What follows belongs to an exercise in optimizing a design on an open flow for small area, a short achievable clock period and few clock cycles per item; a production flow would make more cautious choices.
RTL that was checked went through simulation tests only; none was proved equivalent to the original.
Function not checked in run 5: the RTL went through the layout flow alone.
Power is estimated from default activity; no workload was simulated.

--- design.v ---
module proc_core_param #(
    parameter int DATA_W = 16,
    parameter int NREG   = 16,
    parameter int PC_W   = 8
) (
    input  logic                    clk,
    input  logic                    rst,
    input  logic                    run,
    output logic [PC_W-1:0]         imem_addr,
    input  logic [DATA_W-1:0]       imem_data,
    input  logic [$clog2(NREG)-1:0] dbg_sel,
    output logic [DATA_W-1:0]       dbg_data,
    output logic                    done,
    output logic                    halted,
    output logic                    zero_flag,
    output logic                    carry_flag,
    output logic                    illegal
);
    localparam int RA_W = $clog2(NREG);
    localparam logic [3:0] OP_NOP  = 4'd0;
    localparam logic [3:0] OP_LDI  = 4'd1;
    localparam logic [3:0] OP_MOV  = 4'd2;
    localparam logic [3:0] OP_ADD  = 4'd3;
    localparam logic [3:0] OP_SUB  = 4'd4;
    localparam logic [3:0] OP_JZ   = 4'd5;
    localparam logic [3:0] OP_HALT = 4'd6;
    logic [PC_W-1:0]              fa;
    logic                         dv;
    logic                         ir_v, ir_ldi, ir_mov, ir_add, ir_sub, ir_jz, ir_ill;
    logic [RA_W-1:0]              ir_rx;
    logic [DATA_W-1:0]            opa, opb, opa_d, opb_d;
    logic [NREG-1:0][DATA_W-1:0]  regs;
    logic [NREG-1:0]              valid, wrow;
    logic [3:0]                   d_op;
    logic [RA_W-1:0]              d_rx, d_ry;
    logic                         two_word, ex, first, d_halt, opa_zero, taken, go, we;
    logic [DATA_W-1:0]            wdata, rd_a, rd_b;
    logic [DATA_W:0]              s;
    assign d_op     = imem_data[DATA_W-1 -: 4];
    assign d_rx     = imem_data[DATA_W-5 -: RA_W];
    assign d_ry     = imem_data[DATA_W-5-RA_W -: RA_W];
    assign two_word = ir_ldi || ir_jz;
    assign ex       = ir_v && (!two_word || dv);
    assign first    = dv && !(ir_v && two_word);
    assign d_halt   = first && (d_op == OP_HALT);
    assign go       = run && !halted;
    assign we       = ex && (ir_ldi || ir_mov || ir_add || ir_sub);
    proc_core_param_zero16 u_z_opa (.x(opa), .y(opa_zero));
    assign taken     = ir_v && dv && ir_jz && opa_zero;
    assign imem_addr = taken ? imem_data[PC_W-1:0] : fa;
    logic [DATA_W-1:0] bx;
    assign bx    = opb ^ {DATA_W{ir_sub}};
    assign s     = {1'b0, opa} + {1'b0, bx} + {{DATA_W{1'b0}}, ir_sub};
    assign wdata = ir_ldi ? imem_data : ir_mov ? opb : s[DATA_W-1:0];
    logic [NREG-1:0]  dbg_oh, a_oh, b_oh;
    assign dbg_oh = ({{(NREG-1){1'b0}}, 1'b1} << dbg_sel) & valid;
    assign a_oh   = ({{(NREG-1){1'b0}}, 1'b1} << d_rx) & valid;
    assign b_oh   = ({{(NREG-1){1'b0}}, 1'b1} << d_ry) & valid;
    proc_core_param_rdmux_fast #(.N(NREG), .W(DATA_W)) u_rd_dbg (.oh(dbg_oh), .r(regs), .q(dbg_data));
    proc_core_param_rdmux #(.N(NREG), .W(DATA_W)) u_rd_a   (.oh(a_oh),   .r(regs), .q(rd_a));
    proc_core_param_rdmux #(.N(NREG), .W(DATA_W)) u_rd_b   (.oh(b_oh),   .r(regs), .q(rd_b));
    always_ff @(posedge clk or posedge rst) begin
        if (rst) begin
            fa     <= '0;
            dv     <= 1'b0;
            ir_v   <= 1'b0;
            ir_ldi <= 1'b0;
            ir_mov <= 1'b0;
            ir_add <= 1'b0;
            ir_sub <= 1'b0;
            ir_jz  <= 1'b0;
            ir_ill <= 1'b0;
            ir_rx  <= '0;
        end else if (go) begin
            dv <= 1'b1;
            fa <= imem_addr + 1'b1;
            if (first) begin
                ir_v   <= !d_halt;
                ir_ldi <= (d_op == OP_LDI);
                ir_mov <= (d_op == OP_MOV);
                ir_add <= (d_op == OP_ADD);
                ir_sub <= (d_op == OP_SUB);
                ir_jz  <= (d_op == OP_JZ);
                ir_ill <= (d_op > OP_HALT);
                ir_rx  <= d_rx;
            end else if (ex) begin
                ir_v <= 1'b0;
            end
        end else begin
            dv <= 1'b0;
            fa <= fa - {{(PC_W-1){1'b0}}, dv};
        end
    end
    assign opa_d = (we && ir_rx == d_rx) ? wdata : rd_a;
    assign opb_d = (we && ir_rx == d_ry) ? wdata : rd_b;
    always_ff @(posedge clk) begin
        if (go && first) begin
            opa <= opa_d;
            opb <= opb_d;
        end
    end
    assign wrow = (go && we) ? ({{(NREG-1){1'b0}}, 1'b1} << ir_rx) : '0;
    always_ff @(posedge clk)
        for (int i = 0; i < NREG; i++)
            if (wrow[i]) regs[i] <= wdata;
    always_ff @(posedge clk or posedge rst) begin
        if (rst) valid <= '0;
        else     valid <= valid | wrow;
    end
    always_ff @(posedge clk or posedge rst) begin
        if (rst) begin
            done       <= 1'b0;
            halted     <= 1'b0;
            zero_flag  <= 1'b0;
            carry_flag <= 1'b0;
            illegal    <= 1'b0;
        end else begin
            done <= go && ex;
            if (go) begin
                if (d_halt) halted <= 1'b1;
                if (ex && (ir_add || ir_sub)) begin
                    zero_flag  <= (s[DATA_W-1:0] == '0);
                    carry_flag <= s[DATA_W] ^ ir_sub;
                end
                if (ex && ir_ill) illegal <= 1'b1;
            end
        end
    end
endmodule
module proc_core_param_rdmux #(
    parameter int N = 16,
    parameter int W = 16
) (
    input  logic [N-1:0]   oh,
    input  logic [N*W-1:0] r,
    output logic [W-1:0]   q
);
    for (genvar j = 0; j < W; j++) begin : g_bit
        logic [7:0] rlo, rhi;
        logic       ulo, uhi;
        for (genvar m = 0; m < 8; m++) begin : g_col
            assign rlo[m] = r[m*W + j];
            assign rhi[m] = r[(m+8)*W + j];
        end
        proc_core_param_ao8 u_lo (.s(oh[7:0]),  .d(rlo), .y(ulo));
        proc_core_param_ao8 u_hi (.s(oh[15:8]), .d(rhi), .y(uhi));
        assign q[j] = ulo | uhi;
    end
endmodule
module proc_core_param_ao8 (
    input  logic [7:0] s,
    input  logic [7:0] d,
    output logic       y
);
    assign y = |(s & d);
endmodule
module proc_core_param_rdmux_fast #(
    parameter int N = 16,
    parameter int W = 16
) (
    input  logic [N-1:0]   oh,
    input  logic [N*W-1:0] r,
    output logic [W-1:0]   q
);
    for (genvar j = 0; j < W; j++) begin : g_bit
        logic [3:0] t;
        logic [1:0] n;
        for (genvar m = 0; m < 4; m++) begin : g_q
            logic [3:0] col;
            for (genvar k = 0; k < 4; k++) begin : g_col
                assign col[k] = r[(4*m+k)*W + j];
            end
            proc_core_param_ao4 u_ao (.s(oh[4*m +: 4]), .d(col), .y(t[m]));
        end
        proc_core_param_nor2  u_n0 (.a(t[0]), .b(t[1]), .y(n[0]));
        proc_core_param_nor2  u_n1 (.a(t[2]), .b(t[3]), .y(n[1]));
        proc_core_param_nand2 u_q  (.a(n[0]), .b(n[1]), .y(q[j]));
    end
endmodule
module proc_core_param_ao4 (
    input  logic [3:0] s,
    input  logic [3:0] d,
    output logic       y
);
    assign y = |(s & d);
endmodule
module proc_core_param_nor2 (
    input  logic a, b,
    output logic y
);
    assign y = ~(a | b);
endmodule
module proc_core_param_nand2 (
    input  logic a, b,
    output logic y
);
    assign y = ~(a & b);
endmodule
module proc_core_param_zero16 (
    input  logic [15:0] x,
    output logic        y
);
    assign y = ~|x;
endmodule
--- flow/run.sh ---
#!/bin/bash
# Standard layout; the port buffers are buf_4 cells instead of the default choice.
bash standard.sh "BUFFER_PORTS_ARGS=-buffer_cell sky130_fd_sc_hd__buf_4" finish > standard.log 2>&1
--- standard.sh ---
#!/bin/bash
# synth_recipe.tcl (not shown) runs the flow's synth.tcl, then flattens the netlist and writes it again
# the make line also repeats each setting of config.mk as NAME=value (left out here)
make -C /OpenROAD-flow-scripts/flow DESIGN_CONFIG=/design/flow/config.mk WORK_HOME=/design/flow/orfs CLKGATE_MAP_FILE= SYNTH_SCRIPT=/design/flow/synth_recipe.tcl "${@:-finish}"
--- config.mk ---
export PLATFORM = sky130hd
export DESIGN_NAME = proc_core_param
export DESIGN_NICKNAME = proc_core_param
export VERILOG_FILES = /design/flow/design.v
export SDC_FILE = /design/flow/constraint.sdc
export NUM_CORES = 4
export LEC_CHECK = 0
export CAP_MARGIN = 20
export CORE_MARGIN = 2
export CORE_UTILIZATION = 50
export CTS_CLUSTER_DIAMETER = 100
export CTS_CLUSTER_SIZE = 20
export SETUP_SLACK_MARGIN = 2.6
export SLEW_MARGIN = 20
export SYNTH_HIERARCHICAL = 1
export SYNTH_MINIMUM_KEEP_SIZE = 0
--- constraint.sdc ---
create_clock -name core_clock -period 6.0 [get_ports {clk}]
set_input_delay 1.2000 -clock core_clock [delete_from_list [all_inputs] [get_ports {clk}]]
set_output_delay 1.2000 -clock core_clock [all_outputs]
set_load 0.01 [all_outputs]
==> results of run 1 <==
per-module statistics from Yosys (local to each module, per instance), a selection:
module	times used	flops+latches	cells	cell area (µm²)
proc_core_param	1	329	825	13100
proc_core_param_ao8	64	0	5	36.3
proc_core_param_zero16	1	0	5	33.8
proc_core_param_ao4	64	0	3	18.8
proc_core_param_nand2	16	0	1	3.75
proc_core_param_nor2	32	0	1	3.75
area by class of cell:
cell class,instances,share of cell area
diodes,2,0.000238
clock buffers,35,0.0285
clock inverters,1,0.000416
inverters,24,0.00434
multi-input cells,1061,0.399
flip-flops and latches,329,0.460
well taps,448,0.0266
repair buffers,163,0.0811
metal layers:
metal,up-vias,global-route usage,share of wire
li1,6200,-,-
met1,7423,0.484,0.35
met2,1419,0.565,0.44
met3,296,0.129,0.14
met4,0,0.223,0.070
met5,-,0,0
worst max-delay path by stage:
stage	cells past startpoint	slack, ps	start	end
floorplan	11	2600	ir_sub$_DFFE_PP0P_	opa[14]$_DFFE_PP_
global placement	9	1620	ir_sub$_DFFE_PP0P_	opb[8]$_DFFE_PP_
detailed placement	9	1700	ir_sub$_DFFE_PP0P_	opa[14]$_DFFE_PP_
CTS	9	2220	dbg_sel[0]	dbg_data[1]
global route	9	2220	dbg_sel[1]	dbg_data[12]
finish	9	2210	dbg_sel[1]	dbg_data[14]
synthesized netlist by cell type (all sizes together) (4+ instances only):
cell type,number
a22oi,384
edfxtp,288
nand2,123
nand4,69
nor2,69
and3,55
or2,53
dfrtp,41
mux2,34
o21ai,25
inv,23
xor2,22
nor2b,20
xnor2,20
a21oi,19
ha,19
clkbuf,15
mux2i,14
nor3,14
nand3,11
nor3b,9
and2,8
nor4,7
o211ai,6
a31oi,5
buf,5
nand2b,5
a21o,4
o21a,4
o311ai,4
critical path: cells and delay by family:
family	cells	cell delay, ps
compound gates	1	180
buf+inv	3	380
simple gates	5	820
through the flow:
stage	hold WS (ps)	setup slack, ps	std cells	power (W)
2_1_floorplan	435	2600	1422	0.00413
3_3_place_gp	446	1620	1923	0.00488
3_5_place_dp	446	1700	1923	0.00490
4_1_cts	466	2220	2033	0.00664
5_1_grt	511	2220	2061	0.00728
6_report	476	2210	2063	0.00708
where the power goes:
group / leakage [nW] / total, W / internal (W) / switching (W)
Sequential: 3.12 / 0.00315 / 0.00296 / 0.000199
Clock: 0.291 / 0.00145 / 0.000686 / 0.000766
Combinational: 4.04 / 0.00248 / 0.00100 / 0.00147
sequential cells by signal, summed over array words and instances (netlist names), 4 cells and up:
register	cells
fa	8
opb	16
ir_rx	4
regs	256
valid	16
opa	16
what timing repair did:
item | CTS | global route
buffers inserted | 61 | 28
pin swaps | 51 | 86
hold endpoints to repair | 0 | 0
gates cloned | 13 | 0
resized for setup | 180 | 154
setup endpoints to repair | 270 | 118
kinds of logic (layout without fill, tap and decap cells):
kind of cell | after synthesis | count (layout)
other | 0 | 2
muxes | 48 | 48
and+or+nand+nor | 459 | 471
xor gates and xnor gates | 42 | 42
DFF | 329 | 329
buffers and inverters | 44 | 223
AOI/OAI and AO/OA | 480 | 480
adders and majority gates | 20 | 20
==> run summary, run 1 <==
Post-CTS Hold Fix Bufs=0; R2R setup slack=2510 ps; Reg clk slew, reported paths=90 ps; Synth Area in XOR/XNOR=0.0216; io pins=52; Worst R2R Start=opa[0]$_DFFE_PP_; Final nets=between 1500 and 2000; Clock Tree Buf Depth=3; Post-synth ARST share=0.125; worst-path maximum fanout=8; # port buffers=51; largest net degree at the start of global routing=between 40 and 50; Worst VDD drop=244 µV; Avg Synthesized Cell Area=12.0 µm²; GP Congestion=0.953; share of the synthesized area in the top cell type=0.509; later-pin clock latency in the skew report=540 ps; Yosys warnings=7; Synth Net Count=~1500; Die H=188 µm; total track usage=0.380; most frequent cells in the layout=326 x a22oi_1, 288 x edfxtp_1, 94 x nand2_1; relative slew slack=0.201; Root Buffer=clkbuf_16; Post-Syn Instances=1422; crit path capture type=primary output; Setup crit start kind=input pin; Tmin final=3790 ps; ratio of cells with drive above 1 in the final layout=0.288; vias=15300; drt initial violations=approximately 2400; Main synth FF type=edfxtp_1; CTS tree=built; worst hold-check path type=reg2reg; Max-cap violations=0; data required time of the critical path=4800 ps; post-route ant nets=0; CTS Buf Count=20; Core Footprint=33500 µm²; Row Count=67; status=complete, no violations; Adder-Cell Fraction of Synth Area=0.0152; Fill cells=2559; Hold Path Depth=2; hold_sp=zero_flag$_DFFE_PP0P_; initial antenna violation count=1; dominant cell type by area after synthesis=edfxtp_1; CP Data Arrival Time=~2600 ps; commonest non-fill, non-tap cell in the layout=a22oi_1; Synth Area in Compound Gates=0.211; DR WL/cell=33.9 µm; register area share after synthesis=0.569; clk_skew=18.5 ps; Placed Area=approximately 18000 µm²; main combinational cell family by area after synthesis=compound AO/OA/AOI/OAI gates; wire length after detailed routing=about 70 mm; Max Clock Freq=about 260 MHz; Post-Synth Simple-Gate Area=0.142; CTS H-tree depth=1; starting density of the core=0.507; Leakage Power=7.45 nW; cell depth of the worst flop-to-flop path=21; crit-path cells=buf_12 > and2_4 > buf_4 > and3_4 > a22oi_2 > nand2_1 > nor2_4 > nand2_2 > buf_6; synthesis-to-finish area growth=23.7%; Final Hold Viols=0; CTS Sinks=329; first-pass GRT wire length=97.6 mm; multi-input combinational cell area=8390 µm²; Hold EP=zero_flag$_DFFE_PP0P_; Worst Setup Path Type=in2out; Die Area=roughly 36000 µm²; slowest cell on the critical path=and3_4; chip width=between 150 and 200 µm; TritonRoute pass-1 iters=7; ranking of synthesized cells by area=edfxtp_1 51%, a22oi_1 17%, dfrtp_1 6.0%; vias in the first global route=14400; Reg area=9680 µm²; Mapped Area=17000 µm²; post-DP HPWL=39.6 mm; setup_tns=0 ps; DRC viols=0; Slew Limit Fails=0; GRT overflow=0; FF-to-FF End=fa[4]$_DFF_PP0_; Synth Register Bits=between 300 and 400; Final Setup Violations=0; fin util=0.627; via/cell ratio=7.43; pwr dens=337 nW/µm²; design area=21000 µm²; Worst Tran Pin Value=around 1200 ps; Synth cell types=approximately 70; multiplexer share of the synthesized area=0.0310; slowest stage delay, CP=240 ps; number of synthesized flops with an enable pin=288; post-route clock period utilization=0.631; RSZ-0062 raised after global routing=true
Testbench counts, summed over its fixed seeds: cycles 21,661, instrs 15,299.
==> inputs of run 2 (changes only) <==
--- a/config.mk
+++ b/config.mk
@@ -11,5 +11,5 @@
 export CTS_CLUSTER_DIAMETER = 100
 export CTS_CLUSTER_SIZE = 20
-export SETUP_SLACK_MARGIN = 2.6
+export SETUP_SLACK_MARGIN = 2.2
 export SLEW_MARGIN = 20
 export SYNTH_HIERARCHICAL = 1
==> run summary, run 2 <==
Largest register FFs=between 200 and 300; initial antenna violation count=4; CTS tree=built; starting density of the core=0.507; first-pass GRT wire length=91.3 mm; register area share after synthesis=0.569; io pins=52; Final Setup Violations=0; worst hold-check path type=reg2reg; clk_skew=25.8 ps; Setup crit start kind=input pin; Worst VDD drop=approximately 260 µV; Synth Register Bits=329; number of synthesized flops with an enable pin=288; Post-synth ARST share=0.125; drt initial violations=2682; commonest non-fill, non-tap cell in the layout=a22oi_1; Root Buffer=clkbuf_16; design area=19400 µm²; Avg Synthesized Cell Area=12.0 µm²; Row Count=67; pwr dens=about 330 nW/µm²; DR WL/cell=33.3 µm; Final nets=1576; synth cell count leaders=384 x a22oi_1, 288 x edfxtp_1, 123 x nand2_1; Tmin final=3860 ps; Post-Syn Instances=1422; synthesis-to-finish area growth=14.4%; CTS H-tree depth=1; Clock Tree Buf Depth=3; Worst Tran Pin Value=1200 ps; later-pin clock latency in the skew report=around 550 ps; post-DP HPWL=39.7 mm; RSZ-0062 raised after global routing=true; Die Area=35500 µm²; CTS Buf Count=20; Leakage Power=about 7.0 nW; Final Hold Viols=0; Main synth FF type=edfxtp_1; Yosys warnings=7; largest net degree at the start of global routing=42; share of the synthesized area in the top cell type=0.509; crit path capture type=primary output; Reg clk slew, reported paths=around 90 ps; post-route ant nets=0; CP Data Arrival Time=about 2700 ps; Max-cap violations=0; vias=14700; DRC viols=0; # port buffers=51; Largest Register=regs; chip width=188 µm; most common cell in the netlist=a22oi_1; TritonRoute pass-1 iters=7; dominant cell type by area after synthesis=edfxtp_1; most frequent cells in the layout=377 x a22oi_1, 288 x edfxtp_1, 123 x nand2_1; post-route clock period utilization=0.643; GP Congestion=0.933; data required time of the critical path=approximately 4800 ps; ratio of cells with drive above 1 in the final layout=0.181; Synth Net Count=1465; Core Footprint=33500 µm²; via/cell ratio=approximately 7.4; GRT overflow=0; Mapped Area=17000 µm²; Die H=about 190 µm; Worst Setup Path Type=in2out; setup_tns=0 ps; ranking of synthesized cells by area=edfxtp_1 51%, a22oi_1 17%, dfrtp_1 6.0%; vias in the first global route=approximately 13000; total track usage=0.353; wire length after detailed routing=66.3 mm; Placed Area=18200 µm²; relative slew slack=0.197; Max Clock Freq=259 MHz; Synth cell types=69; status=complete, no violations; CTS Sinks=about 330; worst-path maximum fanout=8; Slew Limit Fails=0
[run 2: timing repair]
| action | CTS | global route |
|---|---|---|
| hold buffers | 0 | 0 |
| buffers inserted | 1 | 23 |
| endpoints found under the setup margin | 166 | 55 |
| pin swaps | 1 | 31 |
| hold endpoints to repair | 0 | 0 |
| cloned | 0 | 7 |
| gates resized for setup | 54 | 47 |
[run 2: path summary, 6_finish.rpt]
check,startpoint,to,slack (ps),cells after the start
max in group asynchronous,rst,ir_sub$_DFFE_PP0P_,4440,2
worst max-delay path,dbg_sel[1],dbg_data[13],2140,9
worst min register to register,illegal$_DFFE_PP0P_,illegal$_DFFE_PP0P_,470,1
min in group asynchronous,rst,fa[2]$_DFF_PP0_,870,2
worst min-delay path,illegal$_DFFE_PP0P_,illegal$_DFFE_PP0P_,470,1
worst max register to register,ir_sub$_DFFE_PP0P_,opb[12]$_DFFE_PP_,2370,10
[run 2: power by group]
part / internal, W / switching [W]
combinational: 0.000619 / 0.00126
clock: 0.000620 / 0.000751
sequential: 0.00296 / 0.000178
[run 2: layer usage]
layer  global-route usage  part of all wire  up-vias
met2                0.537              0.43     1284
met4                0.209             0.077        0
met5                    0                 0        -
met1                0.458              0.36     7072
met3               0.0903              0.13      294
li1                     -                 -     6042
[run 2: logic make-up (layout without fill, tap and decap cells)]
family / after synthesis / in the layout / share of synthesized area
other cells: 0 / 4 / 0
mux: 48 / 48 / 0.0310
compound gates: 480 / 480 / 0.211
flops: 329 / 329 / 0.569
simple gates: 459 / 466 / 0.142
fa+ha+maj: 20 / 20 / 0.0152
xor+xnor: 42 / 42 / 0.0216
buf+inv: 44 / 154 / 0.0101
[run 2: layout make-up]
class                           instances  area (µm²)
Clock buffer                           26         523
Inverter                               24        91.3
Fill cell                            2769       14100
Multi-Input combinational cell       1056        7620
Clock inverter                          2        32.5
Sequential cell                       329        9680
Antenna cell                            4        10.0
Tap cell                              448         561
Timing Repair Buffer                  102         932
[run 2: worst max-delay path: stages]
cell and delay (ps):
buf_4 150, and2_4 200, and3_4 200, buf_4 180, a22oi_1 170, nand2_1 110
nor2_4 220, nand2_1 80, buf_4 140
[run 2: metrics by stage]
stage / hold slack (ps) / setup slack, ps / util / total power [W] / instances
after floorplan: 435 / 2210 / - / 0.00412 / 1422
after global placement: 443 / 1520 / 0.541 / 0.00488 / 1928
after detailed placement: 455 / 1730 / 0.541 / 0.00492 / 1928
after CTS: 473 / 2210 / 0.563 / 0.00627 / 1957
after global routing: 492 / 2140 / 0.580 / 0.00660 / 1987
final: 467 / 2140 / 0.580 / 0.00638 / 1991
[run 2: Yosys stat by module, one instance, submodules excluded, excerpt]
module	cells	copies in the design	flops+latches	area, µm²
proc_core_param_nand2	1	16	0	3.75
proc_core_param	825	1	329	13100
proc_core_param_zero16	5	1	0	33.8
proc_core_param_ao8	5	64	0	36.3
proc_core_param_ao4	3	64	0	18.8
proc_core_param_nor2	1	32	0	3.75
==> inputs of run 3 (changes only) <==
--- a/design.v
+++ b/design.v
@@ -101,7 +101,17 @@
     end
     assign wrow = (go && we) ? ({{(NREG-1){1'b0}}, 1'b1} << ir_rx) : '0;
-    always_ff @(posedge clk)
-        for (int i = 0; i < NREG; i++)
-            if (wrow[i]) regs[i] <= wdata;
+    logic [NREG-1:0][DATA_W-1:0]  regs_d;
+    logic [NREG-1:0]              nwrow;
+    logic [DATA_W-1:0]            wdata_n;
+    assign nwrow   = ~wrow;
+    assign wdata_n = ~wdata;
+    for (genvar i = 0; i < NREG; i++) begin : g_wrow
+        for (genvar j = 0; j < DATA_W; j++) begin : g_wbit
+            logic h;
+            proc_core_param_nand2 u_h (.a(regs[i][j]), .b(nwrow[i]), .y(h));
+            proc_core_param_o21ai u_d (.a1(wdata_n[j]), .a2(nwrow[i]), .b1(h), .y(regs_d[i][j]));
+        end
+    end
+    always_ff @(posedge clk) regs <= regs_d;
     always_ff @(posedge clk or posedge rst) begin
         if (rst) valid <= '0;
@@ -203,2 +213,8 @@
     assign y = ~|x;
 endmodule
+module proc_core_param_o21ai (
+    input  logic a1, a2, b1,
+    output logic y
+);
+    assign y = ~((a1 | a2) & b1);
+endmodule
==> run summary, run 3 <==
pwr dens=383 nW/µm²; DRC viols=0; Yosys warnings=7; Avg Synthesized Cell Area=8.58 µm²; most frequent cells in the layout=386 x a22oi_1, 385 x nand2_1, 259 x o21ai_1; chip width=roughly 190 µm; top sig layer=met5; Core Footprint=around 33000 µm²; relative slew slack=0.210; post-DP HPWL=about 42 mm; vias=17000; io pins=52; # port buffers=between 50 and 60; data required time of the critical path=around 4800 ps; GRT overflow=0; Worst VDD drop=246 µV; ranking of synthesized cells by area=dfxtp_1 31%, a22oi_1 17%, nand2_1 8.7%; TritonRoute pass-1 iters=7; starting density of the core=0.509; Synth Register Bits=329; Row Count=66; RSZ-0062 raised after global routing=true; Synth Net Count=roughly 2000; vias in the first global route=15500; Setup crit start kind=input pin; Hold Path Depth=1; number of synthesized flops with an enable pin=32; Final Hold Viols=0; clk_skew=18.3 ps; crit path capture type=primary output; worst hold-check path type=reg2reg; register area share after synthesis=0.427; Clock Tree Buf Depth=3; CTS tree=built; Tmin final=3900 ps; drt initial violations=2487; Main synth FF type=dfxtp_1; via/cell ratio=6.82; most common cell in the netlist=a22oi_1; Metal-1 WL=26.1 mm; initial antenna violation count=4; wire length after detailed routing=approximately 67 mm; Final nets=2081; CTS Sinks=329; dominant cell type by area after synthesis=dfxtp_1; Reg clk slew, reported paths=around 80 ps; largest net degree at the start of global routing=42; Post-synth ARST share=0.125; Synth cell types=74; Worst Tran Pin Value=1180 ps; DP Cell Count=about 2400; ratio of cells with drive above 1 in the final layout=0.102; Layout Cells excl Fill=2493; Post-CTS Hold Fix Bufs=0; worst-path maximum fanout=16; share of the synthesized area in the top cell type=0.308; CTS H-tree depth=1; Slew Limit Fails=0; status=complete, no violations; CP Data Arrival Time=2700 ps; Max-cap violations=0; Die Area=34800 µm²; first-pass GRT wire length=96.0 mm; cell depth of the worst flop-to-flop path=12; Final Setup Violations=0; Mapped Area=16700 µm²; Max Clock Freq=256 MHz; Largest register FFs=256; setup_tns=0 ps; hold_ws=471 ps; total track usage=0.357; synth cell count leaders=386 x a22oi_1, 385 x nand2_1, 257 x o21ai_1; post-route clock period utilization=0.650; Die H=187 µm; Largest Register=regs; DR WL met2=29.7 mm; later-pin clock latency in the skew report=around 540 ps; post-route ant nets=0; DR WL/cell=26.9 µm; Fill cells=~3100; Root Buffer=clkbuf_16; GP Congestion=0.957; Post-Syn Instances=1941; Worst Setup Path Type=in2out; Leakage Power=7.31 nW; WL met3=7.43 mm; synthesis-to-finish area growth=12.6%; CTS Buf Count=20; commonest non-fill, non-tap cell in the layout=a22oi_1
[run 3: final timing paths]
check	to	slack, ps	from
hold reg to reg	illegal$_DFFE_PP0P_	470	illegal$_DFFE_PP0P_
min in group asynchronous	valid[12]$_DFF_PP0_	890	rst
setup reg to reg	regs[60]$_DFF_P_	2490	ir_sub$_DFFE_PP0P_
setup / recovery	dbg_data[2]	2100	dbg_sel[1]
hold / removal	illegal$_DFFE_PP0P_	470	illegal$_DFFE_PP0P_
max in group asynchronous	ir_sub$_DFFE_PP0P_	4330	rst
[run 3: through the flow]
stage | cell area [µm²] | power, W | setup WS, ps | utilization
detailed placement | 17700 | 0.00561 | 1780 | 0.540
CTS | 18400 | 0.00706 | 2190 | 0.561
floorplan | 16700 | 0.00481 | 2320 | -
finish | 18800 | 0.00719 | 2100 | 0.574
global route | 18800 | 0.00757 | 2110 | 0.573
global placement | 17700 | 0.00556 | 1810 | 0.540
[run 3: cells by family (layout without fill, tap and decap cells)]
kind of cell | count (synthesis) | after routing | synth area share
xor gates and xnor gates | 41 | 41 | 0.0216
muxes | 40 | 40 | 0.0267
AOI/OAI and AO/OA | 751 | 751 | 0.296
DFF | 329 | 329 | 0.427
adders and majority gates | 20 | 20 | 0.0155
other | 0 | 3 | 0
and+or+nand+nor | 707 | 715 | 0.200
buffers and inverters | 53 | 152 | 0.0132
[run 3: timing repair]
action	CTS	global route
gates resized for setup	37	43
cloned	0	8
endpoints found under the setup margin	56	81
pin swaps	0	9
buffers inserted	0	12
[run 3: worst max-delay path, stage by stage]
cell and delay (ps):
buf_4 130, nor2b_4 320, and3_4 440, a22oi_1 150, nand2_1 90, nor2_2 60, nand2_1 140, buf_4 150
[run 3: report_power, final]
part / internal (W) / switching [W] / total, W
Clock: 0.000677 / 0.000780 / 0.00146
Sequential: 0.00292 / 0.000823 / 0.00374
Combinational: 0.000748 / 0.00125 / 0.00200
[run 3: per-layer routing]
layer / vias up / GRT usage
met4: 2 / 0.165
met5: - / 0
met2: 1167 / 0.569
met3: 308 / 0.0686
li1: 7602 / -
met1: 7926 / 0.470
[run 3: Yosys stat by module (local to each module, per instance), excerpt]
| module | cells inside | times used | cell area [µm²] | flops+latches |
|---|---|---|---|---|
| proc_core_param_nand2 | 1 | 272 | 3.75 | 0 |
| proc_core_param_ao4 | 3 | 64 | 18.8 | 0 |
| proc_core_param_ao8 | 5 | 64 | 36.3 | 0 |
| proc_core_param_zero16 | 5 | 1 | 33.8 | 0 |
| proc_core_param | 832 | 1 | 10500 | 329 |
| proc_core_param_nor2 | 1 | 32 | 3.75 | 0 |
[run 3: final cells by class]
type | count | area (µm²) | area share
antenna | 3 | 7.51 | 0.000400
tap | 442 | 553 | 0.0295
multi-input combinational | 1567 | 9610 | 0.512
timing repair buffer | 83 | 736 | 0.0392
clock inverter | 1 | 8.76 | 0.000467
inverter | 37 | 143 | 0.00760
clock buffer | 31 | 584 | 0.0311
sequential | 329 | 7120 | 0.379
Testbench counts of run 3, summed over its fixed seeds: cycles 21,661, instrs 15,299.
==> inputs of run 4 (changes only) <==
--- a/config.mk
+++ b/config.mk
@@ -9,7 +9,7 @@
 export CORE_MARGIN = 2
 export CORE_UTILIZATION = 50
-export CTS_CLUSTER_DIAMETER = 100
-export CTS_CLUSTER_SIZE = 20
-export SETUP_SLACK_MARGIN = 2.2
+export CTS_CLUSTER_DIAMETER = 110
+export CTS_CLUSTER_SIZE = 24
+export SETUP_SLACK_MARGIN = 2.0
 export SLEW_MARGIN = 20
 export SYNTH_HIERARCHICAL = 1
==> run summary, run 4 <==
Die H=187 µm; later-pin clock latency in the skew report=530 ps; DRC viols=0; Worst Setup Path Type=in2out; Setup crit start kind=input pin; relative slew slack=0.200; dominant cell type by area after synthesis=dfxtp_1; delay-heaviest family, CP=simple AND/OR/NAND/NOR gates; Clock Tree Buf Depth=3; Synth Register Bits=329; Worst Tran Pin Value=1190 ps; CTS Sinks=329; worst hold-check path type=reg2reg; first-pass GRT wire length=95.5 mm; CTS tree=built; Final Setup Violations=0; total track usage=0.355; commonest non-fill, non-tap cell in the layout=a22oi_1; crit path capture type=primary output; synth cell count leaders=386 x a22oi_1, 385 x nand2_1, 257 x o21ai_1; CTS Buf Count=17; Layout Cells excl Fill=2468; number of synthesized flops with an enable pin=32; TritonRoute pass-1 iters=6; clk_skew=17.6 ps; slowest cell on the critical path=and3_2; Post-CTS Hold Fix Bufs=0; synthesis-to-finish area growth=9.42%; Hold EP=illegal$_DFFE_PP0P_; R2R setup slack=2320 ps; Final nets=slightly above 2000; hold_sp=illegal$_DFFE_PP0P_; initial antenna violation count=5; FF-to-FF End=regs[60]$_DFF_P_; Avg Synthesized Cell Area=between 8 and 9 µm²; slowest stage delay, CP=390 ps; ratio of cells with drive above 1 in the final layout=0.0801; Slew Limit Fails=0; Core Footprint=32700 µm²; CP Buf/Inv Count=2; CP Data Arrival Time=2860 ps; Post-synth ARST share=0.125; status=complete, no violations; Final Hold Viols=0; design area=between 15000 and 20000 µm²; pwr dens=382 nW/µm²; GP Congestion=0.957; post-DP HPWL=41.8 mm; Max-cap violations=0; Die Area=34800 µm²; Hold Path Depth=1; Synth Net Count=between 1500 and 2000; Root Buffer=clkbuf_16; Placed Area=17700 µm²; setup_tns=0 ps; vias in the first global route=about 15000; DR WL/cell=26.0 µm; Yosys warnings=7; share of the synthesized area in the top cell type=0.308; most frequent cells in the layout=386 x a22oi_1, 385 x nand2_1, 258 x o21ai_1; starting density of the core=0.509; drt initial violations=2433; largest net degree at the start of global routing=42; Worst VDD drop=269 µV; GRT overflow=0; cell depth of the worst flop-to-flop path=12; Leakage Power=7.13 nW; post-route ant nets=0; Main synth FF type=dfxtp_1; Max Clock Freq=about 250 MHz; Largest register FFs=256; register area share after synthesis=0.427; crit-path cells=buf_4 > and2_1 > and3_2 > a22oi_1 > nand2_1 > nor2_1 > nand2_1 > buf_4; hold_ws=466 ps; ranking of synthesized cells by area=dfxtp_1 31%, a22oi_1 17%, nand2_1 8.7%; via/cell ratio=6.72; # port buffers=51; Reg clk slew, reported paths=100 ps; Tmin final=4060 ps; data required time of the critical path=4800 ps; Row Count=66; Synth cell types=74; Largest Register=regs; Post-Syn Instances=1941; wire length after detailed routing=64.3 mm; Worst R2R Start=ir_sub$_DFFE_PP0P_; most common cell in the netlist=a22oi_1; io pins=52; CTS H-tree depth=1; post-route clock period utilization=0.677; chip width=187 µm; vias=16600; RSZ-0062 raised after global routing=true; Mapped Area=16700 µm²; DP Cell Count=2438; worst-path maximum fanout=16
==> run 4: worst max-delay path by stage <==
stage | cells after the start | slack (ps) | startpoint | end
6_report | 8 | 1940 | dbg_sel[1] | dbg_data[2]
5_1_grt | 8 | 1920 | dbg_sel[1] | dbg_data[2]
4_1_cts | 11 | 2030 | ir_sub$_DFFE_PP0P_ | regs[236]$_DFF_P_
3_5_place_dp | 8 | 1780 | dbg_sel[0] | dbg_data[7]
3_3_place_gp | 8 | 1810 | dbg_sel[0] | dbg_data[2]
2_1_floorplan | 10 | 2320 | ir_sub$_DFFE_PP0P_ | opa[8]$_DFFE_PP_
==> run 4: area by class of cell <==
| class | instances | area, µm² |
|---|---|---|
| Multi-Input combinational cell | 1559 | 9380 |
| Sequential cell | 329 | 7110 |
| Fill cell | 3141 | 14500 |
| Timing Repair Buffer | 72 | 553 |
| Tap cell | 442 | 553 |
| Clock inverter | 1 | 5.00 |
| Antenna cell | 3 | 7.51 |
| Inverter | 37 | 143 |
| Clock buffer | 25 | 475 |
==> run 4: cell families (layout without fill, tap and decap cells) <==
kind of cell | after synthesis | after routing | synth area share
compound gates | 751 | 751 | 0.296
xor+xnor | 41 | 41 | 0.0216
fa+ha+maj | 20 | 20 | 0.0155
buf+inv | 53 | 135 | 0.0132
flops | 329 | 329 | 0.427
mux | 40 | 40 | 0.0267
other cells | 0 | 3 | 0
simple gates | 707 | 707 | 0.200
==> run 4: routing by layer <==
| metal | track usage | wire length [µm] | vias to the layer above |
|---|---|---|---|
| met3 | 0.0732 | 6610 | 227 |
| met4 | 0.164 | 2950 | 2 |
| li1 | - | - | 7527 |
| met5 | 0 | 9 | - |
| met2 | 0.563 | 28700 | 1038 |
| met1 | 0.467 | 26000 | 7797 |
==> run 4: report_power, final <==
group | switching [W] | internal (W)
registers | 0.000792 | 0.00292
logic | 0.00123 | 0.000732
clock network | 0.000739 | 0.000555
total | 0.00276 | 0.00420
==> run 4: repair_timing <==
| action | in CTS | in global routing |
|---|---|---|
| resized for setup | 17 | 10 |
| pin swaps | 0 | 0 |
| setup buffers | 0 | 1 |
| setup endpoints to repair | 21 | 88 |
==> run 4: modules after synthesis, one instance, submodules excluded, a selection <==
module                  flip-flops and latches  cells  area [µm²]
proc_core_param_zero16                       0      5        33.8
proc_core_param                            329    832       10500
proc_core_param_nand2                        0      1        3.75
proc_core_param_o21ai                        0      1        5.00
proc_core_param_nor2                         0      1        3.75
proc_core_param_ao8                          0      5        36.3
proc_core_param_ao4                          0      3        18.8
==> run 4: metrics by stage <==
step	power (W)	worst slack, ps	util
after floorplan	0.00481	2320	-
after global placement	0.00556	1810	0.540
after detailed placement	0.00561	1780	0.540
after CTS	0.00688	2030	0.556
after global routing	0.00735	1920	0.557
final	0.00696	1940	0.557
==> inputs of run 5 (changes only) <==
--- a/design.v
+++ b/design.v
@@ -58,6 +58,6 @@
     assign b_oh   = ({{(NREG-1){1'b0}}, 1'b1} << d_ry) & valid;
     proc_core_param_rdmux_fast #(.N(NREG), .W(DATA_W)) u_rd_dbg (.oh(dbg_oh), .r(regs), .q(dbg_data));
-    proc_core_param_rdmux #(.N(NREG), .W(DATA_W)) u_rd_a   (.oh(a_oh),   .r(regs), .q(rd_a));
-    proc_core_param_rdmux #(.N(NREG), .W(DATA_W)) u_rd_b   (.oh(b_oh),   .r(regs), .q(rd_b));
+    proc_core_param_rdmux_small #(.W(DATA_W)) u_rd_a   (.oh(a_oh),   .r(regs), .q(rd_a));
+    proc_core_param_rdmux_small #(.W(DATA_W)) u_rd_b   (.oh(b_oh),   .r(regs), .q(rd_b));
     always_ff @(posedge clk or posedge rst) begin
         if (rst) begin
@@ -138,31 +138,4 @@
     end
 endmodule
-module proc_core_param_rdmux #(
-    parameter int N = 16,
-    parameter int W = 16
-) (
-    input  logic [N-1:0]   oh,
-    input  logic [N*W-1:0] r,
-    output logic [W-1:0]   q
-);
-    for (genvar j = 0; j < W; j++) begin : g_bit
-        logic [7:0] rlo, rhi;
-        logic       ulo, uhi;
-        for (genvar m = 0; m < 8; m++) begin : g_col
-            assign rlo[m] = r[m*W + j];
-            assign rhi[m] = r[(m+8)*W + j];
-        end
-        proc_core_param_ao8 u_lo (.s(oh[7:0]),  .d(rlo), .y(ulo));
-        proc_core_param_ao8 u_hi (.s(oh[15:8]), .d(rhi), .y(uhi));
-        assign q[j] = ulo | uhi;
-    end
-endmodule
-module proc_core_param_ao8 (
-    input  logic [7:0] s,
-    input  logic [7:0] d,
-    output logic       y
-);
-    assign y = |(s & d);
-endmodule
 module proc_core_param_rdmux_fast #(
     parameter int N = 16,
@@ -219,2 +192,33 @@
     assign y = ~((a1 | a2) & b1);
 endmodule
+module proc_core_param_rdmux_small #(
+    parameter int W = 16
+) (
+    input  logic [15:0]     oh,
+    input  logic [16*W-1:0] r,
+    output logic [W-1:0]    q
+);
+    for (genvar j = 0; j < W; j++) begin : g_bit
+        logic [5:0] t;
+        for (genvar m = 0; m < 5; m++) begin : g_aoi
+            proc_core_param_aoi222 u_aoi (
+                .a1(oh[3*m]),   .a2(r[(3*m)*W + j]),
+                .b1(oh[3*m+1]), .b2(r[(3*m+1)*W + j]),
+                .c1(oh[3*m+2]), .c2(r[(3*m+2)*W + j]), .y(t[m]));
+        end
+        proc_core_param_nand2 u_last (.a(oh[15]), .b(r[15*W + j]), .y(t[5]));
+        proc_core_param_nand6 u_or (.a(t), .y(q[j]));
+    end
+endmodule
+module proc_core_param_aoi222 (
+    input  logic a1, a2, b1, b2, c1, c2,
+    output logic y
+);
+    assign y = ~((a1 & a2) | (b1 & b2) | (c1 & c2));
+endmodule
+module proc_core_param_nand6 (
+    input  logic [5:0] a,
+    output logic       y
+);
+    assign y = ~&a;
+endmodule
--- a/config.mk
+++ b/config.mk
@@ -9,7 +9,7 @@
 export CORE_MARGIN = 2
 export CORE_UTILIZATION = 50
-export CTS_CLUSTER_DIAMETER = 110
-export CTS_CLUSTER_SIZE = 24
-export SETUP_SLACK_MARGIN = 2.0
+export CTS_CLUSTER_DIAMETER = 100
+export CTS_CLUSTER_SIZE = 20
+export SETUP_SLACK_MARGIN = 2.2
 export SLEW_MARGIN = 20
 export SYNTH_HIERARCHICAL = 1
==> run summary, run 5 <==
Setup crit start kind=input pin; Synth Net Count=1888; # port buffers=51; Row Count=66; commonest non-fill, non-tap cell in the layout=nand2_1; initial antenna violation count=0; status=complete, no violations; drt initial violations=2986; dominant cell type by area after synthesis=dfxtp_1; CTS Sinks=329; Final Setup Violations=0; most frequent cells in the layout=414 x nand2_1, 259 x o21ai_1, 256 x dfxtp_1; Mapped Area=16300 µm²; Post-Synth Simple-Gate Area=0.202; Metal-1 WL=between 20 and 25 mm; worst hold-check path type=reg2reg; GP Congestion=0.971; register area share after synthesis=0.436; RSZ-0062 raised after global routing=true; Synth Register Bits=approximately 330; setup_tns=0 ps; Post-CTS Hold Fix Bufs=0; CP Data Arrival Time=roughly 2600 ps; Die H=185 µm; Worst Tran Pin Value=1120 ps; vias in the first global route=14700; relative slew slack=0.257; GRT overflow=0; Clock Tree Buf Depth=3; WL met3=6.78 mm; ANT cells=0; Max Clock Freq=260 MHz; DR WL/cell=around 27 µm; worst-path maximum fanout=16; Die Area=34100 µm²; ratio of cells with drive above 1 in the final layout=0.113; data required time of the critical path=roughly 4800 ps; synth cell count leaders=417 x nand2_1, 257 x o21ai_1, 256 x dfxtp_1; post-route ant nets=0; Worst R2R Start=ir_sub$_DFFE_PP0P_; io pins=52; Max-cap violations=0; chip width=185 µm; Largest register FFs=256; Final nets=1987; multiplexer share of the synthesized area=0.0273; ranking of synthesized cells by area=dfxtp_1 31%, a222oi_1 9.8%, nand2_1 9.6%; first-pass GRT wire length=92.5 mm; CTS H-tree depth=1; number of synthesized flops with an enable pin=32; total track usage=0.362; clk_skew=30.7 ps; Hold Path Depth=1; Yosys warnings=7; Crit. Startpoint=dbg_sel[3]; Synth Area in Compound Gates=0.283; Avg Synthesized Cell Area=8.83 µm²; wire length after detailed routing=64.8 mm; Leakage Power=around 7 nW; starting density of the core=0.505; Largest Register=regs; TritonRoute pass-1 iters=11; Slew Limit Fails=0; Post-synth ARST share=0.125; Reg clk slew, reported paths=90 ps; largest net degree at the start of global routing=42; post-route clock period utilization=0.640; share of the synthesized area in the top cell type=0.314; Adder-Cell Fraction of Synth Area=0.0158; Final Hold Viols=0; CTS tree=built; Worst VDD drop=251 µV; Tmin final=3840 ps; via/cell ratio=just under 7; main combinational cell family by area after synthesis=compound AO/OA/AOI/OAI gates; DR WL met2=28.9 mm; most common cell in the netlist=nand2_1; vias=16500; hold_sp=illegal$_DFFE_PP0P_; crit path capture type=primary output; post-DP HPWL=40.5 mm; Worst Setup Path Type=in2out; DRC viols=0; Core Footprint=32300 µm²; later-pin clock latency in the skew report=560 ps; CTS Buf Count=20; Root Buffer=clkbuf_16; Synth Area in XOR/XNOR=0.0220; fin util=0.570; top sig layer=met4; Main synth FF type=dfxtp_1; cell depth of the worst flop-to-flop path=12; Synth cell types=74; Post-Syn Instances=1845; synthesis-to-finish area growth=13.0%; pwr dens=385 nW/µm²
## run 5: changes by cell type after synthesis
cell | before | now
a22oi_1 | 386 | 130
nand3_1 | 12 | 44
and4_1 | 1 | 33
a222oi_1 | 0 | 160
nand2_1 | 385 | 417
nand4_1 | 70 | 6
or2_1 | 32 | 0
## run 5: worst max-delay path, cell delays in order
cell and delay, ps:
buf_4 120, nor2b_2 330, and3_4 460, a22oi_1 130, nand2_1 80, nor2_1 50
nand2_1 110, buf_4 140
## run 5: what timing repair did
item	in CTS	in global routing
buffers inserted	0	11
cloned	3	7
hold endpoints to repair	0	0
pin swaps	2	20
gates resized for setup	53	42
setup endpoints to repair	56	64
## run 5: layout make-up
class / instances / area, µm²
Fill cell: 2967 / 13900
Multi-Input combinational cell: 1473 / 9330
Sequential cell: 329 / 7120
Timing Repair Buffer: 83 / 718
Tap cell: 442 / 553
Clock buffer: 27 / 527
Inverter: 37 / 143
Clock inverter: 3 / 32.5
## run 5: per-stage QoR
stage	cells	total power (W)	cell area (µm²)	setup slack (ps)	hold WS, ps
after detailed placement	2343	0.00556	17300	1720	451
after global placement	2343	0.00551	17300	1720	442
after floorplan	1845	0.00480	16300	2320	435
after CTS	2376	0.00696	18100	2100	470
final	2394	0.00709	18400	2160	468
after global routing	2394	0.00748	18400	2170	502
## run 5: kinds of logic (layout without fill, tap and decap cells)
family / Yosys count / count (layout)
AO/OA/AOI/OAI: 655 / 655
XOR/XNOR: 41 / 41
adder cells (fa/ha/maj): 20 / 20
buffers and inverters: 53 / 150
flip-flops: 329 / 329
multiplexers: 40 / 40
AND/OR/NAND/NOR: 707 / 717
## run 5: worst paths after layout
| kind | end | slack [ps] |
|---|---|---|
| min in group asynchronous | valid[8]$_DFF_PP0_ | 880 |
| hold / removal | illegal$_DFFE_PP0P_ | 470 |
| setup / recovery | dbg_data[2] | 2160 |
| hold reg to reg | illegal$_DFFE_PP0P_ | 470 |
| max in group asynchronous | ir_sub$_DFFE_PP0P_ | 4400 |
| setup reg to reg | regs[220]$_DFF_P_ | 2450 |
## run 5: metal layers
metal  up-vias  track usage
li1       7408            -
met1      7666        0.455
met2      1119        0.575
met3       271       0.0867
met4         0        0.192
met5         -            0
## run 5: report_power, final
group,total (W),switching (W),internal (W)
Sequential,0.00373,0.000812,0.00292
Combinational,0.00197,0.00123,0.000740
Clock,0.00139,0.000770,0.000622
Total,0.00709,0.00281,0.00428
## run 5: modules after synthesis (local to each module, per instance), a selection
module | cell area, µm² | times used | flops+latches | cells
proc_core_param | 10500 | 1 | 329 | 832
proc_core_param_ao4 | 18.8 | 64 | 0 | 3
proc_core_param_aoi222 | 10.0 | 160 | 0 | 1
proc_core_param_nand2 | 3.75 | 304 | 0 | 1
proc_core_param_nand6 | 13.8 | 32 | 0 | 2
proc_core_param_nor2 | 3.75 | 32 | 0 | 1
proc_core_param_o21ai | 5.00 | 256 | 0 | 1
proc_core_param_zero16 | 33.8 | 1 | 0 | 5
==> inputs of run 6 (changes only) <==
--- a/design.v
+++ b/design.v
@@ -54,8 +54,10 @@
     assign wdata = ir_ldi ? imem_data : ir_mov ? opb : s[DATA_W-1:0];
     logic [NREG-1:0]  dbg_oh, a_oh, b_oh;
-    assign dbg_oh = ({{(NREG-1){1'b0}}, 1'b1} << dbg_sel) & valid;
+    logic [NREG-1:0]  dbg_oh_hi;
+    proc_core_param_dec16 u_dec_dbg_lo (.sel(dbg_sel), .en(valid), .oh(dbg_oh));
+    proc_core_param_dec16 u_dec_dbg_hi (.sel(dbg_sel), .en(valid), .oh(dbg_oh_hi));
     assign a_oh   = ({{(NREG-1){1'b0}}, 1'b1} << d_rx) & valid;
     assign b_oh   = ({{(NREG-1){1'b0}}, 1'b1} << d_ry) & valid;
-    proc_core_param_rdmux_fast #(.N(NREG), .W(DATA_W)) u_rd_dbg (.oh(dbg_oh), .r(regs), .q(dbg_data));
+    proc_core_param_rdmux_fast #(.N(NREG), .W(DATA_W)) u_rd_dbg (.oh_lo(dbg_oh), .oh_hi(dbg_oh_hi), .r(regs), .q(dbg_data));
     proc_core_param_rdmux_small #(.W(DATA_W)) u_rd_a   (.oh(a_oh),   .r(regs), .q(rd_a));
     proc_core_param_rdmux_small #(.W(DATA_W)) u_rd_b   (.oh(b_oh),   .r(regs), .q(rd_b));
@@ -142,10 +144,13 @@
     parameter int W = 16
 ) (
-    input  logic [N-1:0]   oh,
+    input  logic [N-1:0]   oh_lo,
+    input  logic [N-1:0]   oh_hi,
     input  logic [N*W-1:0] r,
     output logic [W-1:0]   q
 );
     for (genvar j = 0; j < W; j++) begin : g_bit
+        logic [N-1:0] oh;
         logic [3:0] t;
+        assign oh = (j < W / 2) ? oh_lo : oh_hi;
         logic [1:0] n;
         for (genvar m = 0; m < 4; m++) begin : g_q
@@ -184,5 +189,19 @@
     output logic        y
 );
-    assign y = ~|x;
+    logic [7:0] n1;
+    logic [3:0] n2;
+    logic [1:0] n3;
+    logic       nz;
+    for (genvar i = 0; i < 8; i++) begin : g_l1
+        proc_core_param_nor2 u (.a(x[2*i]), .b(x[2*i+1]), .y(n1[i]));
+    end
+    for (genvar i = 0; i < 4; i++) begin : g_l2
+        proc_core_param_nand2 u (.a(n1[2*i]), .b(n1[2*i+1]), .y(n2[i]));
+    end
+    for (genvar i = 0; i < 2; i++) begin : g_l3
+        proc_core_param_nor2 u (.a(n2[2*i]), .b(n2[2*i+1]), .y(n3[i]));
+    end
+    proc_core_param_nand2 u_l4 (.a(n3[0]), .b(n3[1]), .y(nz));
+    assign y = ~nz;
 endmodule
 module proc_core_param_o21ai (
@@ -223,2 +242,9 @@
     assign y = ~&a;
 endmodule
+module proc_core_param_dec16 (
+    input  logic [3:0]  sel,
+    input  logic [15:0] en,
+    output logic [15:0] oh
+);
+    assign oh = (16'd1 << sel) & en;
+endmodule
--- a/config.mk
+++ b/config.mk
@@ -8,5 +8,5 @@
 export CAP_MARGIN = 20
 export CORE_MARGIN = 2
-export CORE_UTILIZATION = 50
+export CORE_UTILIZATION = 65
 export CTS_CLUSTER_DIAMETER = 100
 export CTS_CLUSTER_SIZE = 20
==> run summary, run 6 <==
Yosys warnings=7; io pins=52; CTS Buf Count=20; wire length after detailed routing=58.8 mm; synthesis-to-finish area growth=10.5%; ranking of synthesized cells by area=dfxtp_1 31%, a222oi_1 9.7%, nand2_1 9.6%; GRT overflow=0; Die Area=26600 µm²; worst-path maximum fanout=8; later-pin clock latency in the skew report=540 ps; share of the synthesized area in the top cell type=0.311; CTS tree=built; TritonRoute pass-1 iters=13; Worst Setup Path Type=in2out; Setup crit start kind=input pin; synth cell count leaders=423 x nand2_1, 259 x o21ai_1, 256 x dfxtp_1; pwr dens=between 300 and 400 nW/µm²; post-route clock period utilization=0.642; Avg Synthesized Cell Area=roughly 8.7 µm²; status=complete, no violations; RSZ-0062 raised after global routing=true; relative slew slack=0.235; DRC viols=0; GP Congestion=0.957; drt initial violations=between 3000 and 4000; Synth Net Count=1929; worst hold-check path type=reg2reg; vias=17100; Root Buffer=clkbuf_16; register area share after synthesis=0.432; most common cell in the netlist=nand2_1; Synth Register Bits=329; Post-Syn Instances=1886; dominant cell type by area after synthesis=dfxtp_1; Final Setup Violations=0; fin util=0.727; most frequent cells in the layout=416 x nand2_1, 261 x o21ai_1, 256 x dfxtp_1; Final nets=1998; clk_skew=21.5 ps; Largest register FFs=256; Max-cap violations=0; ANT cells=0; CP Data Arrival Time=2650 ps; commonest non-fill, non-tap cell in the layout=nand2_1; Mapped Area=16500 µm²; number of synthesized flops with an enable pin=32; largest net degree at the start of global routing=42; post-DP HPWL=38.8 mm; Final Hold Viols=0; crit path capture type=primary output; vias in the first global route=roughly 15000; data required time of the critical path=approximately 4800 ps; Clock Tree Buf Depth=3; Leakage Power=7.00 nW; Worst Tran Pin Value=1150 ps; starting density of the core=0.658; total track usage=0.427; ratio of cells with drive above 1 in the final layout=0.102; Max Clock Freq=259 MHz; CTS H-tree depth=1; CTS Sinks=329; Die H=163 µm; via/cell ratio=between 7 and 8; Main synth FF type=dfxtp_1; Largest Register=regs; initial antenna violation count=2; R2R setup slack=around 2400 ps; first-pass GRT wire length=88.5 mm; Synth cell types=69; setup_tns=0 ps; Post-synth ARST share=0.125; Core Footprint=25000 µm²; post-route ant nets=0; Row Count=58; DR WL/cell=25.6 µm; # port buffers=51; Tmin final=3850 ps; Slew Limit Fails=0; Worst VDD drop=around 320 µV; chip width=163 µm; Reg clk slew, reported paths=90 ps
run 6: metrics by stage:
stage	total power, W	instances	hold slack, ps	setup slack (ps)	cell area, µm²
after CTS	0.00692	2294	493	2200	18000
after global routing	0.00741	2295	502	2130	18200
final	0.00708	2295	487	2150	18200
after global placement	0.00541	2259	469	1890	17300
after floorplan	0.00480	1886	449	2270	16500
after detailed placement	0.00553	2262	477	1690	17400
run 6: worst max-delay path, stage by stage:
cell and delay [ps]:
buf_4 160, and2b_2 260, and3_4 240, a22oi_1 230, nand2_1 110, nor2_2 190, nand2_1 100, buf_4 150
run 6: final timing paths:
kind	start	to	cells after the start
min reg2reg	illegal$_DFFE_PP0P_	illegal$_DFFE_PP0P_	1
max	dbg_sel[0]	dbg_data[11]	8
max reg2reg	ir_sub$_DFFE_PP0P_	regs[220]$_DFF_P_	11
min in group asynchronous	rst	fa[4]$_DFF_PP0_	3
min	illegal$_DFFE_PP0P_	illegal$_DFFE_PP0P_	1
max in group asynchronous	rst	ir_sub$_DFFE_PP0P_	3
run 6: power breakdown:
| part | leakage [nW] | switching, W | total [W] | internal [W] |
|---|---|---|---|---|
| clock | 0.277 | 0.000774 | 0.00143 | 0.000653 |
| sequential | 2.91 | 0.000792 | 0.00370 | 0.00291 |
| combinational | 3.81 | 0.00123 | 0.00195 | 0.000721 |
| total | 7.00 | 0.00279 | 0.00708 | 0.00428 |
run 6: cells by family after synthesis:
kind of cell | count (synthesis) | synth area share
xor gates and xnor gates | 40 | 0.0213
AOI/OAI and AO/OA | 655 | 0.279
buffers and inverters | 52 | 0.0121
and+or+nand+nor | 749 | 0.213
muxes | 41 | 0.0276
DFF | 329 | 0.432
adders and majority gates | 20 | 0.0156
run 6: area by class of cell:
class | count | area [µm²]
fillers | 1966 | 6830
repair buffers | 63 | 520
flip-flops and latches | 329 | 7120
well taps | 330 | 413
clock inverters | 1 | 16.3
clock buffers | 31 | 563
inverters | 36 | 135
multi-input cells | 1505 | 9440
run 6: per-layer routing:
| metal | global-route usage | share of wire | routed length, µm | vias up |
|---|---|---|---|---|
| met3 | 0.112 | 0.15 | 8670 | 269 |
| met2 | 0.635 | 0.42 | 24800 | 1498 |
| met4 | 0.191 | 0.051 | 2970 | 2 |
| met5 | 0 | 0.00017 | 10 | - |
| met1 | 0.583 | 0.38 | 22300 | 7871 |
| li1 | - | - | - | 7472 |
run 6: per-module statistics from Yosys, one instance, submodules excluded, excerpt:
module                  flops+latches  cells  area (µm²)
proc_core_param_nand6               0      2        13.8
proc_core_param_zero16              0      1        3.75
proc_core_param                   329    814       10300
proc_core_param_ao4                 0      3        18.8
proc_core_param_dec16               0     24         146
proc_core_param_nand2               0      1        3.75
proc_core_param_nor2                0      1        3.75
proc_core_param_aoi222              0      1        10.0
proc_core_param_o21ai               0      1        5.00
run 6: timing repair:
action,CTS,global route
resized for setup,35,55
hold buffers,0,0
pin swaps,0,9
buffers inserted,0,1
setup endpoints to repair,63,119
Testbench counts of run 6, summed over its fixed seeds: cycles 21,661, instrs 15,299.
==> inputs of run 7 (changes only) <==
--- a/config.mk
+++ b/config.mk
@@ -8,5 +8,5 @@
 export CAP_MARGIN = 20
 export CORE_MARGIN = 2
-export CORE_UTILIZATION = 65
+export CORE_UTILIZATION = 50
 export CTS_CLUSTER_DIAMETER = 100
 export CTS_CLUSTER_SIZE = 20
==> run summary, run 7 <==
status=complete, no violations; synth cell count leaders=423 x nand2_1, 259 x o21ai_1, 256 x dfxtp_1; Root Buffer=clkbuf_16; CTS tree=built; ANT cells=0; Final Setup Violations=0; largest net degree at the start of global routing=42; CP Data Arrival Time=2660 ps; register area share after synthesis=0.432; share of the synthesized area in the top cell type=0.311; FF-to-FF End=zero_flag$_DFFE_PP0P_; design area=around 18000 µm²; Synth cell types=69; Setup crit start kind=input pin; Worst R2R Start=ir_sub$_DFFE_PP0P_; crit-path cells=buf_4 > nor2_1 > and3_2 > a22oi_1 > nand2_1 > nor2_1 > nand2_1 > buf_4; Final nets=2004; pwr dens=387 nW/µm²; Post-Syn Instances=1886; Row Count=66; DR WL/cell=25.6 µm; Max-cap violations=0; most common cell in the netlist=nand2_1; dominant cell type by area after synthesis=dfxtp_1; Tmin final=3860 ps; Synth Net Count=1929; # port buffers=51; post-DP HPWL=41.5 mm; CTS Buf Count=20; Placed Area=approximately 17000 µm²; Die H=186 µm; ratio of cells with drive above 1 in the final layout=0.105; io pins=52; number of synthesized flops with an enable pin=32; drt initial violations=about 2800; DRC viols=0; first-pass GRT wire length=91.6 mm; Synth Register Bits=329; ranking of synthesized cells by area=dfxtp_1 31%, a222oi_1 9.7%, nand2_1 9.6%; chip width=186 µm; initial antenna violation count=0; data required time of the critical path=between 4000 and 5000 ps; wire length after detailed routing=between 60 and 70 mm; Worst Tran Pin Value=1100 ps; CTS H-tree depth=1; clk_skew=25.6 ps; commonest non-fill, non-tap cell in the layout=nand2_1; post-route ant nets=0; post-route clock period utilization=0.643; Main synth FF type=dfxtp_1; worst-path maximum fanout=8; relative slew slack=0.267; Leakage Power=7.01 nW; Post-synth ARST share=0.125; Core Footprint=approximately 33000 µm²; TritonRoute pass-1 iters=12; RSZ-0062 raised after global routing=true; slowest stage delay, CP=400 ps; worst hold-check path type=reg2reg; Worst Setup Path Type=in2out; GP Congestion=0.932; fin util=0.563; hold_ws=around 460 ps; Largest Register=regs; cell depth of the worst flop-to-flop path=10; hold_sp=illegal$_DFFE_PP0P_; Reg clk slew, reported paths=approximately 80 ps; Die Area=34400 µm²; Slew Limit Fails=0; Mapped Area=16500 µm²; Clock Tree Buf Depth=3; CTS Sinks=329; Hold Path Depth=1; Yosys warnings=7; slowest cell on the critical path=and3_2; vias=between 15000 and 20000; starting density of the core=0.506; Largest register FFs=roughly 260; via/cell ratio=6.86; Worst VDD drop=326 µV; Hold EP=illegal$_DFFE_PP0P_; setup_tns=0 ps; synthesis-to-finish area growth=11.1%; R2R setup slack=2370 ps; total track usage=0.351; Max Clock Freq=around 260 MHz; GRT overflow=0; vias in the first global route=15200; Final Hold Viols=0; crit path capture type=primary output; Avg Synthesized Cell Area=8.74 µm²; Post-CTS Hold Fix Bufs=0; Fill cells=3044; later-pin clock latency in the skew report=550 ps; most frequent cells in the layout=419 x nand2_1, 260 x o21ai_1, 256 x dfxtp_1
[run 7: changes by cell type in the layout (fill, tap and decap cells not counted), moves of 2 or more]
cell | previous run | this run
buf_4 | 60 | 69
a22oi_1 | 121 | 118
and2b_1 | 0 | 2
nor2b_2 | 2 | 4
nand2_1 | 416 | 419
a22oi_2 | 9 | 12
and2b_2 | 2 | 0
nor2b_1 | 21 | 19
buf_16 | 2 | 0
and3_4 | 20 | 15
and3_2 | 12 | 17
nand2_2 | 7 | 4
[run 7: per-stage QoR]
stage | cells | worst slack [ps] | total power, W
after global placement | 2380 | 1970 | 0.00550
after global routing | 2412 | 2100 | 0.00749
after detailed placement | 2380 | 1880 | 0.00558
after CTS | 2411 | 2210 | 0.00698
final | 2412 | 2140 | 0.00710
after floorplan | 1886 | 2270 | 0.00480
[run 7: cells by family after synthesis]
family,after synthesis,synth area share
muxes,41,0.0276
and+or+nand+nor,749,0.213
AOI/OAI and AO/OA,655,0.279
DFF,329,0.432
xor gates and xnor gates,40,0.0213
adders and majority gates,20,0.0156
buffers and inverters,52,0.0121
[run 7: final cells by class]
class | instances | area (µm²) | area share
multi-input cells | 1505 | 9420 | 0.514
well taps | 442 | 553 | 0.0302
clock buffers | 30 | 559 | 0.0305
repair buffers | 69 | 518 | 0.0283
inverters | 36 | 139 | 0.00758
flip-flops and latches | 329 | 7110 | 0.388
clock inverters | 1 | 11.3 | 0.000615
[run 7: how the worst max path moves through the flow]
stage	start	endpoint	slack, ps	cells past startpoint
5_1_grt	dbg_sel[0]	dbg_data[7]	2100	8
6_report	dbg_sel[1]	dbg_data[9]	2140	8
2_1_floorplan	ir_sub$_DFFE_PP0P_	opa[8]$_DFFE_PP_	2270	10
3_5_place_dp	run	regs[83]$_DFF_P_	1880	8
4_1_cts	dbg_sel[2]	dbg_data[12]	2210	8
3_3_place_gp	run	regs[178]$_DFF_P_	1970	9
[run 7: per-module statistics from Yosys (local to each module, per instance), excerpt]
module / area, µm² / cells / times used
proc_core_param_aoi222: 10.0 / 1 / 160
proc_core_param_nand2: 3.75 / 1 / 309
proc_core_param_ao4: 18.8 / 3 / 64
proc_core_param_dec16: 146 / 24 / 2
proc_core_param_o21ai: 5.00 / 1 / 256
proc_core_param_nand6: 13.8 / 2 / 32
proc_core_param_zero16: 3.75 / 1 / 1
proc_core_param_nor2: 3.75 / 1 / 42
proc_core_param: 10300 / 814 / 1
[run 7: power by group]
part | switching (W) | internal (W)
Clock | 0.000780 | 0.000651
Sequential | 0.000777 | 0.00291
Combinational | 0.00125 | 0.000731
Total | 0.00280 | 0.00429
[run 7: worst max-delay path: cells and delay by family]
kind                   cells  cell delay, ps
AOI/OAI and AO/OA          1             130
and+or+nand+nor            5            1010
buffers and inverters      2             300
[run 7: per-layer routing]
| metal | wire length [µm] | part of all wire | vias to the layer above | global-route usage |
|---|---|---|---|---|
| met3 | 6910 | 0.11 | 162 | 0.0828 |
| met5 | 0 | 0 | - | 0 |
| li1 | - | - | 7473 | - |
| met4 | 2530 | 0.041 | 0 | 0.149 |
| met1 | 25900 | 0.42 | 7861 | 0.479 |
| met2 | 26400 | 0.43 | 1039 | 0.531 |
[run 7: repair_timing]
item	in CTS	in global routing
endpoints found under the setup margin	46	86
resized for setup	40	47
pin swaps	0	2
buffers inserted	0	1
==> inputs of run 8 (changes only) <==
--- a/config.mk
+++ b/config.mk
@@ -10,6 +10,6 @@
 export CORE_UTILIZATION = 50
 export CTS_CLUSTER_DIAMETER = 100
-export CTS_CLUSTER_SIZE = 20
-export SETUP_SLACK_MARGIN = 2.2
+export CTS_CLUSTER_SIZE = 22
+export SETUP_SLACK_MARGIN = 2.35
 export SLEW_MARGIN = 20
 export SYNTH_HIERARCHICAL = 1
==> run summary, run 8 <==
Final Hold Viols=0; commonest non-fill, non-tap cell in the layout=nand2_1; GP Congestion=0.920; largest net degree at the start of global routing=42; register area share after synthesis=0.432; initial antenna violation count=2; pwr dens=379 nW/µm²; first-pass GRT wire length=92.7 mm; CTS tree=built; ratio of cells with drive above 1 in the final layout=0.136; number of synthesized flops with an enable pin=32; setup_tns=0 ps; DRC viols=0; Leakage Power=7.01 nW; Yosys warnings=7; Root Buffer=clkbuf_16; synthesis-to-finish area growth=13.8%; Synth Register Bits=~330; RSZ-0062 raised after global routing=true; Core Footprint=32500 µm²; Post-synth ARST share=0.125; relative slew slack=0.272; Mapped Area=16500 µm²; Largest register FFs=between 200 and 300; Largest Register=regs; Die Area=34400 µm²; Post-Syn Instances=1886; post-DP HPWL=a little over 40 mm; clk_skew=17.9 ps; GRT overflow=0; Synth Net Count=1929; ranking of synthesized cells by area=dfxtp_1 31%, a222oi_1 9.7%, nand2_1 9.6%; CTS H-tree depth=1; Reg clk slew, reported paths=90 ps; dominant cell type by area after synthesis=dfxtp_1; # port buffers=51; ANT cells=0; Max Clock Freq=268 MHz; Die H=around 190 µm; starting density of the core=0.506; crit path capture type=primary output; worst hold-check path type=reg2reg; TritonRoute pass-1 iters=9; total track usage=0.352; multi-input combinational cell area=just under 10000 µm²; CTS Sinks=roughly 330; Worst VDD drop=256 µV; Clock Tree Buf Depth=3; Worst Tran Pin Value=1090 ps; dpl ws=approximately 1600 ps; Worst Setup Path Type=in2out; CP Data Arrival Time=2530 ps; Fill cells=2971; Setup crit start kind=input pin; drt initial violations=2769; via/cell ratio=6.84; Main synth FF type=dfxtp_1; chip width=186 µm; synth cell count leaders=423 x nand2_1, 259 x o21ai_1, 256 x dfxtp_1; most common cell in the netlist=nand2_1; final worst slack=2270 ps; Final Setup Violations=0; post-route clock period utilization=0.622; CTS Buf Count=18; DR WL/cell=25.6 µm; share of the synthesized area in the top cell type=0.311; Row Count=66; Final nets=2008; design area=roughly 19000 µm²; most frequent cells in the layout=409 x nand2_1, 260 x o21ai_1, 256 x dfxtp_1; Tmin final=3730 ps; later-pin clock latency in the skew report=about 530 ps; wire length after detailed routing=61.6 mm; worst-path maximum fanout=8; post-route ant nets=0; Max-cap violations=0; Placed Area=17500 µm²; status=complete, no violations; Slew Limit Fails=0; vias=16500; io pins=52; Synth cell types=69; vias in the first global route=15300; Reg area=about 7100 µm²; power consumption=0.00710 W; data required time of the critical path=4800 ps; Avg Synthesized Cell Area=8.74 µm²
run 8: cell counts after synthesis:
No cell type changed its count.
run 8: metrics by stage:
step,cells,util,hold WS (ps)
6_report,2412,0.576,475
5_1_grt,2412,0.576,492
4_1_cts,2408,0.569,476
3_5_place_dp,2380,0.538,455
3_3_place_gp,2378,0.537,450
2_1_floorplan,1886,-,449
run 8: logic make-up after synthesis:
kind of cell    count (synthesis)  share of synthesized area
fa+ha+maj                      20                     0.0156
buf+inv                        52                     0.0121
xor+xnor                       40                     0.0213
mux                            41                     0.0276
flops                         329                      0.432
simple gates                  749                      0.213
compound gates                655                      0.279
run 8: worst paths after layout:
check	startpoint	endpoint	slack, ps	depth (start not counted)
setup / recovery	dbg_sel[0]	dbg_data[8]	2270	8
hold / removal	illegal$_DFFE_PP0P_	illegal$_DFFE_PP0P_	470	1
setup reg to reg	ir_sub$_DFFE_PP0P_	regs[252]$_DFF_P_	2530	12
hold reg to reg	illegal$_DFFE_PP0P_	illegal$_DFFE_PP0P_	470	1
max in group asynchronous	rst	ir_sub$_DFFE_PP0P_	4710	3
min in group asynchronous	rst	fa[2]$_DFF_PP0_	800	3
run 8: metal layers:
metal	track usage	up-vias	wire (µm)
li1	-	7476	-
met1	0.490	7832	25700
met4	0.133	0	2170
met2	0.533	1052	26500
met5	0	-	0
met3	0.0777	145	7220
run 8: modules after synthesis (local to each module, per instance), a selection:
module / flip-flops and latches / cell area, µm² / cells
proc_core_param_dec16: 0 / 146 / 24
proc_core_param_nand6: 0 / 13.8 / 2
proc_core_param_nand2: 0 / 3.75 / 1
proc_core_param_o21ai: 0 / 5.00 / 1
proc_core_param_ao4: 0 / 18.8 / 3
proc_core_param_aoi222: 0 / 10.0 / 1
proc_core_param_nor2: 0 / 3.75 / 1
proc_core_param: 329 / 10300 / 814
proc_core_param_zero16: 0 / 3.75 / 1
run 8: critical path, cell delays in order:
cell and delay, ps:
buf_12 100, and2b_2 240, and3_4 240, a22oi_1 190
nand2_1 120, nor2_2 190, nand2_2 100, buf_4 150
run 8: final cells by class:
class,instances,area share
tap,442,0.0295
sequential,329,0.379
inverter,36,0.00821
timing repair buffer,75,0.0373
multi-input combinational,1505,0.519
clock buffer,25,0.0266
run 8: where the power goes:
group	internal [W]	leakage [nW]	switching (W)
sequential	0.00291	2.91	0.000815
clock	0.000582	0.241	0.000729
combinational	0.000800	3.85	0.00127
total	0.00429	7.01	0.00281
run 8: repair_timing:
item | 4_1_cts | 5_1_grt
endpoints found under the hold margin | 0 | 0
hold buffers | 0 | 0
pin swaps | 45 | 27
endpoints found under the setup margin | 155 | 197
setup buffers | 3 | 4
resized for setup | 133 | 47
